This design comes from an exercise in tuning for small area, a short achievable clock period and few clock cycles per item on the open sky130 flow, not from production work. In this exercise RTL edits were held to simulation tests only and were not proved equivalent to the original. No activity file was given, so power comes from the tool's default toggle rates.

## cnn_pool
module cnn_pool
#(
    parameter int IMG_DIM = cnn_geom_pkg::DEF_IMG_DIM
)
(
    input  logic     clk,
    input  logic     reset,
    input  logic     i_start,
    input  wb_bus_pkg::wb_addr_t i_src_base,
    input  wb_bus_pkg::wb_addr_t i_dst_base,
    input  wb_bus_pkg::wb_data_t i_rd_dat,
    input  logic     i_rd_ack,
    input  logic     i_wr_ack,
    output logic     o_rd_cyc,
    output logic     o_rd_stb,
    output wb_bus_pkg::wb_addr_t o_rd_adr,
    output logic     o_wr_cyc,
    output logic     o_wr_stb,
    output logic     o_wr_we,
    output wb_bus_pkg::wb_addr_t o_wr_adr,
    output wb_bus_pkg::wb_data_t o_wr_dat,
    output logic     o_busy,
    output logic     o_done
);
Size: about 2,800 cells after synthesis, about 35,000 sq um of cells after synthesis.
Settings: LEC_CHECK=0, CAP_MARGIN=20, CORE_MARGIN=2, CORE_UTILIZATION=40, SETUP_SLACK_MARGIN=5, SLEW_MARGIN=20, SYNTH_HIERARCHICAL=1, SYNTH_MINIMUM_KEEP_SIZE=0; clock period 9.0 ns.
standard.sh (not shown) runs the stock make flow with config.mk's settings and CLKGATE_MAP_FILE= SYNTH_SCRIPT=/design/flow/synth_recipe.tcl, a recipe that flattens the netlist after the stock synthesis.
==> flow/flow/run.sh <==
#!/bin/bash
set -euo pipefail
SETUP_MARGIN=${SETUP_MARGIN:-6.2}
bash standard.sh \
    "BUFFER_PORTS_ARGS=-buffer_cell sky130_fd_sc_hd__buf_2" \
    "SETUP_SLACK_MARGIN=${SETUP_MARGIN}" \
    finish > flow_make.log 2>&1
Testbench counts at the start, summed over its fixed seeds: cycles 8,640, jobs 96.
Rerun with:
--- a/flow/flow/run.sh
+++ b/flow/flow/run.sh
@@ -2,3 +2,3 @@
 set -euo pipefail
-SETUP_MARGIN=${SETUP_MARGIN:-6.2}
+SETUP_MARGIN=${SETUP_MARGIN:-6}
 bash standard.sh \
Settings changed: PLACE_DENSITY set to 0.75.
Outcome: The new run produced a clean layout; register-to-register slack barely changes; worst setup slack stays flat; critical path depth stays the same.

---

Starting RTL as in the previous note.
==> flow/design.v (excerpt) <==
module cnn_pool
#(
    parameter int IMG_DIM = cnn_geom_pkg::DEF_IMG_DIM
)
(
    input  logic     clk,
    input  logic     reset,
    input  logic     i_start,
    input  wb_bus_pkg::wb_addr_t i_src_base,
    input  wb_bus_pkg::wb_addr_t i_dst_base,
    input  wb_bus_pkg::wb_data_t i_rd_dat,
    input  logic     i_rd_ack,
    input  logic     i_wr_ack,
    output logic     o_rd_cyc,
    output logic     o_rd_stb,
    output wb_bus_pkg::wb_addr_t o_rd_adr,
    output logic     o_wr_cyc,
    output logic     o_wr_stb,
    output logic     o_wr_we,
    output wb_bus_pkg::wb_addr_t o_wr_adr,
    output wb_bus_pkg::wb_data_t o_wr_dat,
    output logic     o_busy,
    output logic     o_done
);
    localparam int NTAP = cnn_geom_pkg::KERNEL_TAPS;
    localparam int LB   = 18;                 
    logic        job_go;
    logic        idle;                        
    logic        clr;
    logic        rd_take;
    logic        wr_take;
    logic [6:0]  rq;                          
    logic [6:0]  rq_lim;                      
    logic        rq_ok;
    logic [7:0]  d_in;
    logic        v_in;
    logic [6:0]  wc;                          
    logic [7:0]  wgt [NTAP];
    logic [7:0]  lbuf [LB];
    logic [6:0]  stp;                         
    logic [6:0]  stp_nxt;
    logic        step;
    logic        shift;
    logic [NTAP-1:0]   msk;                   
    logic        ph9;                         
    logic        ph18;                        
    logic        fl;                          
    logic [NTAP-1:0]   msk_nxt;
    logic [8*NTAP-1:0] win_w;
    logic [8*NTAP-1:0] win_p;
    logic        t_val;
    logic [5:0]  t_ctr;
    logic        u_val;
    logic [5:0]  u_ctr;
    cnn_geom_pkg::acc_t sum;
    logic        s_val;
    logic [5:0]  s_ctr;
    cnn_geom_pkg::acc_t s_sum;
  ...
==> flow/config.mk <==
export PLATFORM = sky130hd
export DESIGN_NAME = cnn_pool
export DESIGN_NICKNAME = cnn_pool
export VERILOG_FILES = /design/flow/design.v
export SDC_FILE = /design/flow/constraint.sdc
export NUM_CORES = 4
export LEC_CHECK = 0
export CAP_MARGIN = 20
export CORE_MARGIN = 2
export CORE_UTILIZATION = 40
export SETUP_SLACK_MARGIN = 5
export SLEW_MARGIN = 20
export SYNTH_HIERARCHICAL = 1
export SYNTH_MINIMUM_KEEP_SIZE = 0
==> flow/constraint.sdc <==
create_clock -name core_clock -period 9.0 [get_ports {clk}]
set_input_delay 1.8000 -clock core_clock [delete_from_list [all_inputs] [get_ports {clk}]]
set_output_delay 1.8000 -clock core_clock [all_outputs]
set_load 0.01 [all_outputs]
==> flow/flow/run.sh <==
#!/bin/bash
set -euo pipefail
SETUP_MARGIN=${SETUP_MARGIN:-5.8}
bash standard.sh \
    "BUFFER_PORTS_ARGS=-buffer_cell sky130_fd_sc_hd__buf_2" \
    "SETUP_SLACK_MARGIN=${SETUP_MARGIN}" \
    finish > flow_make.log 2>&1
Testbench counts at the start, summed over its fixed seeds: cycles 8,640, jobs 96.
Next try:
--- a/flow/flow/run.sh
+++ b/flow/flow/run.sh
@@ -2,3 +2,3 @@
 set -euo pipefail
-SETUP_MARGIN=${SETUP_MARGIN:-5.8}
+SETUP_MARGIN=${SETUP_MARGIN:-6}
 bash standard.sh \
--- a/flow/config.mk
+++ b/flow/config.mk
@@ -10,2 +10,3 @@
 export CORE_UTILIZATION = 40
+export CTS_BUF_LIST = sky130_fd_sc_hd__clkbuf_4 sky130_fd_sc_hd__clkbuf_8
 export SETUP_SLACK_MARGIN = 5
What happened:
- wire length fell by 2.6%
- power drops by 2.0%
- fmax went up by 1.1%
- final area rose by 4.6%
- global-route usage shrinks by 0.76 points
- first-iteration DRC count goes up by 17%

---

Setup of run A:
cnn_pool again, from the RTL that the note above started with.
==> flow/config.mk <==
export PLATFORM = sky130hd
export DESIGN_NAME = cnn_pool
export DESIGN_NICKNAME = cnn_pool
export VERILOG_FILES = /design/flow/design.v
export SDC_FILE = /design/flow/constraint.sdc
export NUM_CORES = 4
export LEC_CHECK = 0
export CAP_MARGIN = 20
export CORE_MARGIN = 2
export CORE_UTILIZATION = 40
export CTS_CLUSTER_DIAMETER = 80
export CTS_CLUSTER_SIZE = 24
export SETUP_SLACK_MARGIN = 5
export SLEW_MARGIN = 20
export SYNTH_HIERARCHICAL = 1
export SYNTH_MINIMUM_KEEP_SIZE = 0
==> flow/constraint.sdc <==
create_clock -name core_clock -period 9.0 [get_ports {clk}]
set_input_delay 1.8000 -clock core_clock [delete_from_list [all_inputs] [get_ports {clk}]]
set_output_delay 1.8000 -clock core_clock [all_outputs]
set_load 0.01 [all_outputs]
==> flow/flow/run.sh <==
#!/bin/bash
set -euo pipefail
SETUP_MARGIN=${SETUP_MARGIN:-6}
bash standard.sh \
    "BUFFER_PORTS_ARGS=-buffer_cell sky130_fd_sc_hd__buf_2" \
    "SETUP_SLACK_MARGIN=${SETUP_MARGIN}" \
    finish > flow_make.log 2>&1
Testbench counts of run A, summed over its fixed seeds: cycles 8,640, jobs 96.
Input-level comparison between run B and run A:
--- a/flow/config.mk
+++ b/flow/config.mk
@@ -11,2 +11,2 @@
-export CTS_CLUSTER_DIAMETER = 80
-export CTS_CLUSTER_SIZE = 24
+export CTS_CLUSTER_DIAMETER = 90
+export CTS_CLUSTER_SIZE = 28
--- outcome ---
Run B finished end to end and its layout was clean on timing, DRC and antenna.
Run B ends up with lower final worst-path setup slack than run A does.
Compared with run A, in run B power in combinational cells stayed essentially flat; first-pass GRT wire length stayed essentially flat; combined global-route utilization of all metal layers stayed essentially flat; routed wire length rose by 0.40%.
Measured against each other, run A and run B differ in clock period minus worst slack, the higher figure coming from run B.
Compared run A against run B; highest attainable clock frequency within noise.
For run C, these inputs were changed with respect to run B:
--- a/flow/config.mk
+++ b/flow/config.mk
@@ -11,2 +10,0 @@
-export CTS_CLUSTER_DIAMETER = 90
-export CTS_CLUSTER_SIZE = 28
==> run summary <==
- The faster design of the two is run C; run B tops out lower.
- Looking only at detailed-router iteration count before antenna repair, and setting everything else aside, the higher value of run C and run B goes to run C.
- Cmp run C vs run B: post-synthesis to final-layout area growth higher in run C
- Relative area of clock buffers and inverters in the final design delta for run C relative to run B: 3.0 points higher
- Going from run B to run C, number of cells in the finished layout apart from fillers grew slightly.
- Run B vs run C, cell with the biggest individual delay on the critical path: sky130_fd_sc_hd__fa_1 vs sky130_fd_sc_hd__fa_2
- Per the comparison of run C with run B, first-iteration DRC count higher, utilization after layout higher.
- Run B reports its critical path launch point as msk[6] while run C reports msk[1].
- STATUS minimum setup slack in the final design: run C wins against run B
- Count of clock-net buffers in the final layout (run C vs. run B) increases by more than 100%
- Design area up about 3% in run C wrt run B
- The data-path buffer share of cell area in the final layout of run C falls short of that of run B by 0.43 points.

## afterwards: timing with drivers on the ports
The flow's constraints put no driver on any port. The routed layouts listed below were extracted and timed again, unchanged, in two steps. Step 1: set_driving_cell puts a clkbuf_16 on clk and a buf_2 on each other input, an assumption about the parent block. Step 2 times the ports against the registers' clock, not the clock port: input delays grow and output delays shrink by t, the midpoint of the rising clock arrivals with the driver on. Three values: ideal ports, drivers, drivers and shift; two values: the first two.
| run | shift t [ns] | setup WS [ns] | worst setup path after step 2 | clock arrival spread, ns | pins driven straight from the clock port |
|---|---|---|---|---|---|
| the first run of note 1 | 0.667 | 5.891 / 5.891 / 5.553 | input to register | 0.029 / 0.028 | 1 |
| the second run of note 1 | 0.681 | 5.890 / 5.890 / 5.460 | input to register | 0.041 / 0.040 | 1 |
| the first run of note 2 | 0.656 | 5.833 / 5.823 / 5.556 | input to register | 0.044 / 0.044 | 1 |
| the second run of note 2 | 0.758 | 5.867 / 5.849 / 5.397 | input to register | 0.055 / 0.055 | 1 |
| run A | 0.645 | 5.914 / 5.914 / 5.391 | input to register | 0.051 / 0.052 | 1 |
| run B | 0.703 | 5.910 / 5.889 / 5.439 | input to register | 0.053 / 0.053 | 1 |
| run C | 0.671 | 5.930 / 5.930 / 5.386 | input to register | 0.034 / 0.034 | 1 |
After both steps setup and hold are still met in every run listed. The setup slack of run C, which loses most, moves by 0.000 ns with the drivers and by -0.544 ns with both steps.
